What follows belongs to an exercise in optimizing a design on an open flow for small area; a production flow would make more cautious choices. The RTL was checked by simulation tests, not by an equivalence proof against the original design. Power figures rest on the tool's default switching activity, not on a simulated workload.

==> inputs of v30 <==
Design arm_lite_core, start of the top module:
module arm_lite_core (
    input  logic        clk,
    input  logic        i_reset_n,
    input  logic        i_ins_valid,
    input  logic [31:0] i_ins,
    output logic        o_wb_valid,
    output logic        o_wb_en,
    output logic [3:0]  o_wb_addr,
    output logic [31:0] o_wb_data,
    output logic [3:0]  o_nzcv
);
export LEC_CHECK = 0
export CAP_MARGIN = 5
export CORE_MARGIN = 2
export CORE_UTILIZATION = 50
export SLEW_MARGIN = 5
create_clock -name core_clock -period 12.0 [get_ports {clk}]
standard.sh (not shown) runs the stock make flow with config.mk's settings and CLKGATE_MAP_FILE= SYNTH_SCRIPT=/design/flow/synth_recipe.tcl, a recipe that flattens the netlist after the stock synthesis.
==> flow/flow/run.sh <==
#!/bin/bash
# Own layout flow: the standard synthesis with an area-oriented ABC mapping script, then the
# standard ORFS layout with leaner port buffers and clock tree. Each tool's output goes to a log here.
set -euo pipefail
W=$(pwd)
F=$W/flow

# synthesis: synth_recipe.tcl unchanged, except that ABC gets flow/area.abc as its script
cat > "$W/synth_area.tcl" <<EOT
proc abc {args} {
  set i [lsearch -exact \$args -script]
  if {\$i >= 0} { set args [lreplace \$args \$i [expr {\$i + 1}] -script $F/area.abc] }
  yosys abc {*}\$args
}
source $W/synth_recipe.tcl
EOT
sed "s#SYNTH_SCRIPT=[^ ]*#SYNTH_SCRIPT=$W/synth_area.tcl#" standard.sh > "$W/area_standard.sh"

bash "$W/area_standard.sh" synth > "$W/synth.log" 2>&1

CTS_ARGS=${X_CTS_ARGS:-"-sink_clustering_enable -repair_clock_nets -dont_use_dummy_load -buf_list sky130_fd_sc_hd__clkbuf_8 -sink_clustering_size 18 -sink_clustering_max_diameter 70"}
bash "$W/area_standard.sh" \
  "BUFFER_PORTS_ARGS=-buffer_cell sky130_fd_sc_hd__buf_1" \
  "CTS_ARGS=$CTS_ARGS" \
  ${X_EXTRA:-} \
  ${X_TARGET:-finish} > "$W/layout.log" 2>&1
==> flow/flow/area.abc <==
strash
&get -n
&st
&dch
&nf -R 1000 -p
&put
mfs2
strash
&get -n
&dch
&nf -R 1000 -p
&put
mfs2
strash
&get -n
&dch
&nf -R 1000 -p
&put
mfs2
strash
&get -n
&dch
&nf -R 1000 -p
&put
mfs2
strash
&get -n
&dch
&nf -R 1000 -p
&put
==> v24 (differences from v30) <==
--- a/flow/flow/run.sh
+++ b/flow/flow/run.sh
@@ -13,14 +13,15 @@
   yosys abc {*}\$args
 }
 source $W/synth_recipe.tcl
 EOT
 sed "s#SYNTH_SCRIPT=[^ ]*#SYNTH_SCRIPT=$W/synth_area.tcl#" standard.sh > "$W/area_standard.sh"
 
 bash "$W/area_standard.sh" synth > "$W/synth.log" 2>&1
 
-CTS_ARGS=${X_CTS_ARGS:-"-sink_clustering_enable -repair_clock_nets -dont_use_dummy_load -buf_list sky130_fd_sc_hd__clkbuf_8 -sink_clustering_size 18 -sink_clustering_max_diameter 70"}
+CTS_ARGS=${X_CTS_ARGS:-"-sink_clustering_enable -repair_clock_nets -dont_use_dummy_load -buf_list sky130_fd_sc_hd__clkbuf_8 -sink_clustering_size 16 -sink_clustering_max_diameter 60"}
 bash "$W/area_standard.sh" \
   "BUFFER_PORTS_ARGS=-buffer_cell sky130_fd_sc_hd__buf_1" \
   "CTS_ARGS=$CTS_ARGS" \
+  "POST_RESIZE_TCL=$F/downsize.tcl" \
   ${X_EXTRA:-} \
   ${X_TARGET:-finish} > "$W/layout.log" 2>&1
==> flow/flow/downsize.tcl (new file) <==
# Downsize gates that repair left larger than their loads need: try each smaller drive of the
# same cell, keep it only if slews stay under 80% of the library limit, no slew or capacitance
# violation appears and setup slack stays above a margin.
proc ds_pin_slew {pin} {
  set s 0
  foreach pr {slew_max_rise slew_max_fall} {
    set v [get_property $pin $pr]
    if {$v > $s} {set s $v}
  }
  return $s
}
proc ds_ok {inst} {
  foreach out [get_pins -of_objects $inst -filter "direction==output"] {
    set net [get_nets -of_objects $out]
    if {$net == ""} continue
    foreach p [concat [list $out] [get_pins -of_objects $net -filter "direction==input"]] {
      if {[ds_pin_slew $p] > 1.2} {return 0}
    }
  }
  foreach in [get_pins -of_objects $inst -filter "direction==input"] {
    if {[ds_pin_slew $in] > 1.2} {return 0}
  }
  return 1
}
set ds_slack_min 0.8e-9
estimate_parasitics -placement
set ds_a0 [rsz::design_area]
set ds_sv [sta::max_slew_violation_count]
set ds_cv [sta::max_capacitance_violation_count]
set ds_kept 0
set cands {}
foreach inst [get_cells *] {
  set m [get_property $inst ref_name]
  if {[regexp {^(sky130_fd_sc_hd__[a-z0-9]+)_([0-9]+)$} $m -> base sz] && $sz > 1} {
    if {[string match "*dfx*" $base] || [string match "*edf*" $base] || [string match "*clkbuf*" $base] || [string match "*tap*" $base] || [string match "*conb*" $base]} continue
    lappend cands [list $inst $base $sz $m]
  }
}
puts "downsize: [llength $cands] candidates, area $ds_a0, slack [sta::worst_slack_cmd max]"
foreach c $cands {
  lassign $c inst base sz m
  foreach s {0 1 2 4} {
    if {$s >= $sz} break
    set lc [get_lib_cells -quiet */${base}_$s]
    if {$lc == ""} continue
    if {[lsearch -exact $::env(DONT_USE_CELLS) ${base}_$s] >= 0} continue
    replace_cell $inst $lc
    estimate_parasitics -placement
    if {[ds_ok $inst] && [sta::max_slew_violation_count] <= $ds_sv && [sta::max_capacitance_violation_count] <= $ds_cv && [sta::worst_slack_cmd max] >= $ds_slack_min} {
      incr ds_kept
      break
    }
    replace_cell $inst [get_lib_cells */$m]
  }
}
estimate_parasitics -placement
puts "downsize: kept $ds_kept, area [rsz::design_area] (was $ds_a0), slack [sta::worst_slack_cmd max], slew viol [sta::max_slew_violation_count], cap viol [sta::max_capacitance_violation_count]"
==> v34 (differences from v30) <==
--- a/flow/design.v
+++ b/flow/design.v
@@ -53,76 +53,52 @@
     localparam logic [1:0] SH_ROR = 2'd3;
 endpackage
 `timescale 1ns/1ps
 module ins_decoder (
     input  logic        clk,
     input  logic        i_reset_n,
     input  logic        i_ins_valid,
     input  logic [31:0] i_ins,
-    input  logic [3:0]  i_nzcv_next,   
     output logic        o_valid,       
-    output logic        o_write,       
-    output logic        o_set_flags,   
+    output logic [3:0]  o_cond,
+    output logic        o_wb_en,       
+    output logic        o_set_flags,
     output logic        o_arith,       
     output logic        o_inv,         
     output logic        o_zero_a,      
     output logic        o_keep_p,      
     output logic        o_keep_g,      
     output logic [3:0]  o_rd,
     output logic [3:0]  o_rn,
     output logic        o_is_imm,
     output logic [11:0] o_op2          
 );
     logic [3:0] opc;
     logic       is_dp;
     logic       known_op;
     logic       is_compare;
-    logic       cond_ok;
-    logic       go;
-    logic       fn, fz, fc, fv;
-    assign {fn, fz, fc, fv} = i_nzcv_next;
-    always_comb begin
-        case (i_ins[31:28])
-            arm_lite_pkg::COND_EQ: cond_ok = fz;
-            arm_lite_pkg::COND_NE: cond_ok = !fz;
-            arm_lite_pkg::COND_CS: cond_ok = fc;
-            arm_lite_pkg::COND_CC: cond_ok = !fc;
-            arm_lite_pkg::COND_MI: cond_ok = fn;
-            arm_lite_pkg::COND_PL: cond_ok = !fn;
-            arm_lite_pkg::COND_VS: cond_ok = fv;
-            arm_lite_pkg::COND_VC: cond_ok = !fv;
-            arm_lite_pkg::COND_HI: cond_ok = fc && !fz;
-            arm_lite_pkg::COND_LS: cond_ok = !fc || fz;
-            arm_lite_pkg::COND_GE: cond_ok = fn == fv;
-            arm_lite_pkg::COND_LT: cond_ok = fn != fv;
-            arm_lite_pkg::COND_GT: cond_ok = !fz && (fn == fv);
-            arm_lite_pkg::COND_LE: cond_ok = fz || (fn != fv);
-            arm_lite_pkg::COND_AL: cond_ok = 1'b1;
-            default:               cond_ok = 1'b0;   
-        endcase
-    end
     assign opc   = i_ins[24:21];
     assign is_dp = (i_ins[27:26] == 2'b00) && (i_ins[25] || !i_ins[4]);
     always_comb begin
         case (opc)
             arm_lite_pkg::OP_AND, arm_lite_pkg::OP_EOR, arm_lite_pkg::OP_SUB,
             arm_lite_pkg::OP_ADD, arm_lite_pkg::OP_TST, arm_lite_pkg::OP_CMP,
             arm_lite_pkg::OP_ORR, arm_lite_pkg::OP_MOV, arm_lite_pkg::OP_MVN: known_op = 1'b1;
             default: known_op = 1'b0;
         endcase
     end
     assign is_compare = opc[3] && !opc[2] && !opc[0];   
-    assign go         = i_reset_n && i_ins_valid && cond_ok && is_dp && known_op;
     always_ff @(posedge clk) begin
-        o_valid     <= i_reset_n && i_ins_valid;
-        o_write     <= go && !is_compare;
-        o_set_flags <= go && (i_ins[20] || is_compare);
+        o_valid <= i_reset_n && i_ins_valid;
     end
     always_ff @(posedge clk) begin
+        o_cond      <= i_ins[31:28];
+        o_wb_en     <= is_dp && known_op && !is_compare;
+        o_set_flags <= is_dp && known_op && (i_ins[20] || is_compare);
         o_arith     <= (opc[1] && !opc[0]) || (!opc[3] && opc[2]);
         o_inv       <= opc[1];
         o_zero_a    <= opc[3] && opc[2] && opc[0];
         o_keep_p    <= opc[2] || opc[1] || opc[0];
         o_keep_g    <= !opc[1] && !opc[0] && (!opc[2] || opc[3]);
         o_rd        <= i_ins[15:12];
         o_rn        <= i_ins[19:16];
         o_is_imm    <= i_ins[25];
@@ -200,78 +176,90 @@
         for (int i = 0; i < 32; i++) o_value[i] = mask[i] ? fill : r[i];
     end
 endmodule
 `timescale 1ns/1ps
 module execute_stage (
     input  logic        clk,
     input  logic        i_reset_n,
     input  logic        i_valid,
-    input  logic        i_write,
+    input  logic [3:0]  i_cond,
+    input  logic        i_wb_en,
     input  logic        i_set_flags,
     input  logic        i_arith,
     input  logic        i_inv,
     input  logic        i_keep_p,
     input  logic        i_keep_g,
     input  logic [3:0]  i_rd,
     input  logic [31:0] i_op_a,
     input  logic [31:0] i_op_b,
-    output logic [31:0] o_result,      
-    output logic [3:0]  o_nzcv_next,   
+    output logic        o_wr,        
+    output logic [31:0] o_result,    
     output logic        o_wb_valid,
     output logic        o_wb_en,
     output logic [3:0]  o_wb_addr,
     output logic [31:0] o_wb_data,
     output logic [3:0]  o_nzcv
 );
     logic [3:0]  flags_q;
+    logic        fn, fz, fc, fv;
+    logic        cond_ok;
+    logic        do_exec;
     logic [31:0] bx, p, g;
     logic [32:0] c;
     logic        arith, keep_p, keep_g;
+    assign {fn, fz, fc, fv} = flags_q;
+    always_comb begin
+        case (i_cond)
+            arm_lite_pkg::COND_EQ: cond_ok = fz;
+            arm_lite_pkg::COND_NE: cond_ok = !fz;
+            arm_lite_pkg::COND_CS: cond_ok = fc;
+            arm_lite_pkg::COND_CC: cond_ok = !fc;
+            arm_lite_pkg::COND_MI: cond_ok = fn;
+            arm_lite_pkg::COND_PL: cond_ok = !fn;
+            arm_lite_pkg::COND_VS: cond_ok = fv;
+            arm_lite_pkg::COND_VC: cond_ok = !fv;
+            arm_lite_pkg::COND_HI: cond_ok = fc && !fz;
+            arm_lite_pkg::COND_LS: cond_ok = !fc || fz;
+            arm_lite_pkg::COND_GE: cond_ok = fn == fv;
+            arm_lite_pkg::COND_LT: cond_ok = fn != fv;
+            arm_lite_pkg::COND_GT: cond_ok = !fz && (fn == fv);
+            arm_lite_pkg::COND_LE: cond_ok = fz || (fn != fv);
+            arm_lite_pkg::COND_AL: cond_ok = 1'b1;
+            default:               cond_ok = 1'b0;
+        endcase
+    end
     assign arith  = i_arith  && i_reset_n;
     assign keep_p = i_keep_p && i_reset_n;
     assign keep_g = i_keep_g && i_reset_n;
     assign bx   = i_op_b ^ {32{i_inv}};
     assign p    = i_op_a ^ bx;
     assign g    = i_op_a & bx;
-    logic [7:0] bg, bp;
+    assign c[0] = i_inv;
     always_comb begin
-        for (int j = 0; j < 8; j++) begin
-            bg[j] = g[4*j+3] | (p[4*j+3] & g[4*j+2]) | (p[4*j+3] & p[4*j+2] & g[4*j+1]) |
-                    (p[4*j+3] & p[4*j+2] & p[4*j+1] & g[4*j]);
-            bp[j] = &p[4*j +: 4];
-        end
-        c[0] = i_inv;
-        for (int j = 0; j < 8; j++) begin
-            for (int k = 0; k < 3; k++) c[4*j+k+1] = g[4*j+k] | (p[4*j+k] & c[4*j+k]);
-            c[4*j+4] = bg[j] | (bp[j] & c[4*j]);
-        end
+        for (int i = 0; i < 32; i++) c[i+1] = g[i] | (p[i] & c[i]);
     end
     assign o_result = ((p & {32{keep_p}}) | (g & {32{keep_g}})) ^ (c[31:0] & {32{arith}});
-    always_comb begin
-        o_nzcv_next = flags_q;
-        if (i_set_flags) begin
-            o_nzcv_next[3] = o_result[31];
-            o_nzcv_next[2] = o_result == 32'd0;
-            if (i_arith) begin
-                o_nzcv_next[1] = c[32];
-                o_nzcv_next[0] = c[32] ^ c[31];
-            end
-        end
-    end
+    assign do_exec = i_valid && cond_ok;
+    assign o_wr    = do_exec && i_wb_en;
     always_ff @(posedge clk) begin
         if (!i_reset_n) begin
             flags_q <= 4'd0;
-        end else begin
-            flags_q <= o_nzcv_next;
+        end else if (do_exec && i_set_flags) begin
+            flags_q[3] <= o_result[31];
+            flags_q[2] <= o_result == 32'd0;
+            if (i_arith) begin
+                flags_q[1] <= c[32];
+                flags_q[0] <= c[32] ^ c[31];
+            end
         end
     end
     always_ff @(posedge clk) begin
         o_wb_valid <= i_reset_n && i_valid;
-        o_wb_en    <= i_reset_n && i_write;
+        o_wb_en    <= i_reset_n && o_wr;
         o_wb_addr  <= i_rd;
         o_wb_data  <= o_result;
     end
     assign o_nzcv = flags_q;
 endmodule
 `timescale 1ns/1ps
 module arm_lite_core (
     input  logic        clk,
@@ -280,59 +268,60 @@
     input  logic [31:0] i_ins,
     output logic        o_wb_valid,
     output logic        o_wb_en,
     output logic [3:0]  o_wb_addr,
     output logic [31:0] o_wb_data,
     output logic [3:0]  o_nzcv
 );
     logic        dec_valid;
-    logic        dec_write;
+    logic [3:0]  dec_cond;
+    logic        dec_wb_en;
     logic        dec_set_flags;
     logic        dec_arith;
     logic        dec_inv;
     logic        dec_zero_a;
     logic        dec_keep_p;
     logic        dec_keep_g;
     logic [3:0]  dec_rd;
     logic [3:0]  dec_rn;
     logic        dec_is_imm;
     logic [11:0] dec_op2;
     logic [15:0] sel_a;
     logic [15:0] sel_b;
     logic [15:0] wr_en;
     logic [31:0] op_a;
     logic [31:0] rm_val;
     logic [31:0] op_b;
-    logic [3:0]  nzcv_next;
+    logic        ex_wr;
     logic [31:0] result;
     ins_decoder u_ins_decoder (
         .clk         (clk),
         .i_reset_n   (i_reset_n),
         .i_ins_valid (i_ins_valid),
         .i_ins       (i_ins),
-        .i_nzcv_next (nzcv_next),
         .o_valid     (dec_valid),
-        .o_write     (dec_write),
+        .o_cond      (dec_cond),
+        .o_wb_en     (dec_wb_en),
         .o_set_flags (dec_set_flags),
         .o_arith     (dec_arith),
         .o_inv       (dec_inv),
         .o_zero_a    (dec_zero_a),
         .o_keep_p    (dec_keep_p),
         .o_keep_g    (dec_keep_g),
         .o_rd        (dec_rd),
         .o_rn        (dec_rn),
         .o_is_imm    (dec_is_imm),
         .o_op2       (dec_op2)
     );
     always_comb begin
         for (int i = 0; i < 16; i++) begin
             sel_a[i] = (dec_rn == 4'(i)) && !dec_zero_a;
             sel_b[i] = (dec_op2[3:0] == 4'(i)) && !dec_is_imm;
-            wr_en[i] = ((dec_rd == 4'(i)) && dec_write) || !i_reset_n;
+            wr_en[i] = ((dec_rd == 4'(i)) && ex_wr) || !i_reset_n;
         end
     end
     reg_bank u_reg_bank (
         .clk         (clk),
         .i_sel_a     (sel_a),
         .o_rd_data_a (op_a),
         .i_sel_b     (sel_b),
         .o_rd_data_b (rm_val),
@@ -344,26 +333,27 @@
         .i_op2    (dec_op2),
         .i_rm_val (rm_val),
         .o_value  (op_b)
     );
     execute_stage u_execute_stage (
         .clk         (clk),
         .i_reset_n   (i_reset_n),
         .i_valid     (dec_valid),
-        .i_write     (dec_write),
+        .i_cond      (dec_cond),
+        .i_wb_en     (dec_wb_en),
         .i_set_flags (dec_set_flags),
         .i_arith     (dec_arith),
         .i_inv       (dec_inv),
         .i_keep_p    (dec_keep_p),
         .i_keep_g    (dec_keep_g),
         .i_rd        (dec_rd),
         .i_op_a      (op_a),
         .i_op_b      (op_b),
+        .o_wr        (ex_wr),
         .o_result    (result),
-        .o_nzcv_next (nzcv_next),
         .o_wb_valid  (o_wb_valid),
         .o_wb_en     (o_wb_en),
         .o_wb_addr   (o_wb_addr),
         .o_wb_data   (o_wb_data),
         .o_nzcv      (o_nzcv)
     );
 endmodule
==> flow/run.sh (new file) <==
#!/bin/bash
# synth_recipe.tcl (not shown) runs the flow's synth.tcl, then flattens the netlist and writes it again
# the make line also repeats each setting of config.mk as NAME=value (left out here)
make -C /OpenROAD-flow-scripts/flow DESIGN_CONFIG=/design/flow/config.mk WORK_HOME=/design/flow/orfs CLKGATE_MAP_FILE= SYNTH_SCRIPT=/design/flow/synth_recipe.tcl finish
Settings changed: ABC_AREA set to 1, CAP_MARGIN 5 to 20, CORE_UTILIZATION 50 to 40, SLEW_MARGIN 5 to 20.
removed: flow/flow/run.sh
removed: flow/flow/area.abc
removed: flow/standard.sh
==> summary of the runs <==
Maximum frequency: v34 > v30 > v24.
Cell count: v30 is smaller than v34 (38%).
In non-clock buffer count, v24 and v30 do not differ.
Against v24, the sequential power of v34 is smaller by about 4%.
In v30 the sequential share of layout area is higher than in v34, by 9.0 points.
Via count, lowest first: v30, v24, v34.
Global-route usage, lowest first: v34, v24, v30.
Power, highest first: v34, v24, v30.
Clock skew: v34 < v30 < v24.
Against v30, the first-iteration DRC count of v34 is smaller by 28%.
==> figures <==
metric	v34	v30	v24
R2r endpoint	u_execute_stage.flags_q[2]$_SDFFE_PN0P_	u_ins_decoder.o_set_flags$_DFF_P_	u_ins_decoder.o_set_flags$_DFF_P_
Count of non-CTS buffers in the layout	173	169	169
Parity-gate share of the synthesized area counting xor and xnor cells	0.0185	0.0235	0.0235
Post-synthesis register bit count	587	583	583
Detailed placer's ending HPWL	79000 µm	58600 µm	58500 µm
Global routing met3 resource utilization	0.0693	0.0970	0.0941
Cell count after placement	4263	2680	2680
Setup slack, reg-to-reg	2.22 ns	1.47 ns	0.71 ns
Proportion of power drawn by combinational gates	0.205	0.236	0.227
Static Leakage	13.7 nW	9.85 nW	9.67 nW
Run status	finished clean	finished clean	finished clean
Clock-cell share of area	0.0630	0.0195	0.0228
Number of multi-input combinational cells	2348	1233	1233
Number of CTS-inserted buffers	68	41	47
Vias	26500	21100	21300
Design Power	6.62 mW	5.57 mW	5.59 mW
Largest net degree at the start of global routing	73	33	33
Detailed-routed wire length on met3	14500 µm	14400 µm	15000 µm
Met1 usage	0.410	0.508	0.503
Sum of routed wire length over all layers	123000 µm	102000 µm	102000 µm
Met2 Resource Use GR	0.491	0.567	0.560

[re-timing with driven ports]
Ports are ideal in the flow. The routed layouts listed here were re-timed in OpenROAD. Step 1 assumes that a clkbuf_16 drives the clock port and a buf_2 every other input. Step 2 times the ports against the registers' clock, not the clock port: input delays grow and output delays shrink by t, the midpoint of the rising clock arrivals with the driver on. a / b / c = ideal / step 1 / step 2; a / b = the first two.
| run | t (ns) | setup WS [ns] | worst setup path after step 2 | latest minus earliest clock arrival (ns) | worst data-port slew with drivers (ns) |
|---|---|---|---|---|---|
| v30 | 0.692 | 1.468 / 1.468 / 1.468 | register to register | 0.095 / 0.095 | 0.04 |
| v24 | 0.701 | 0.710 / 0.710 / 0.710 | register to register | 0.107 / 0.107 | 0.04 |
| v34 | 0.681 | 2.216 / 2.216 / 2.216 | register to register | 0.032 / 0.033 | 0.06 |
After both steps setup and hold are still met in every run listed.
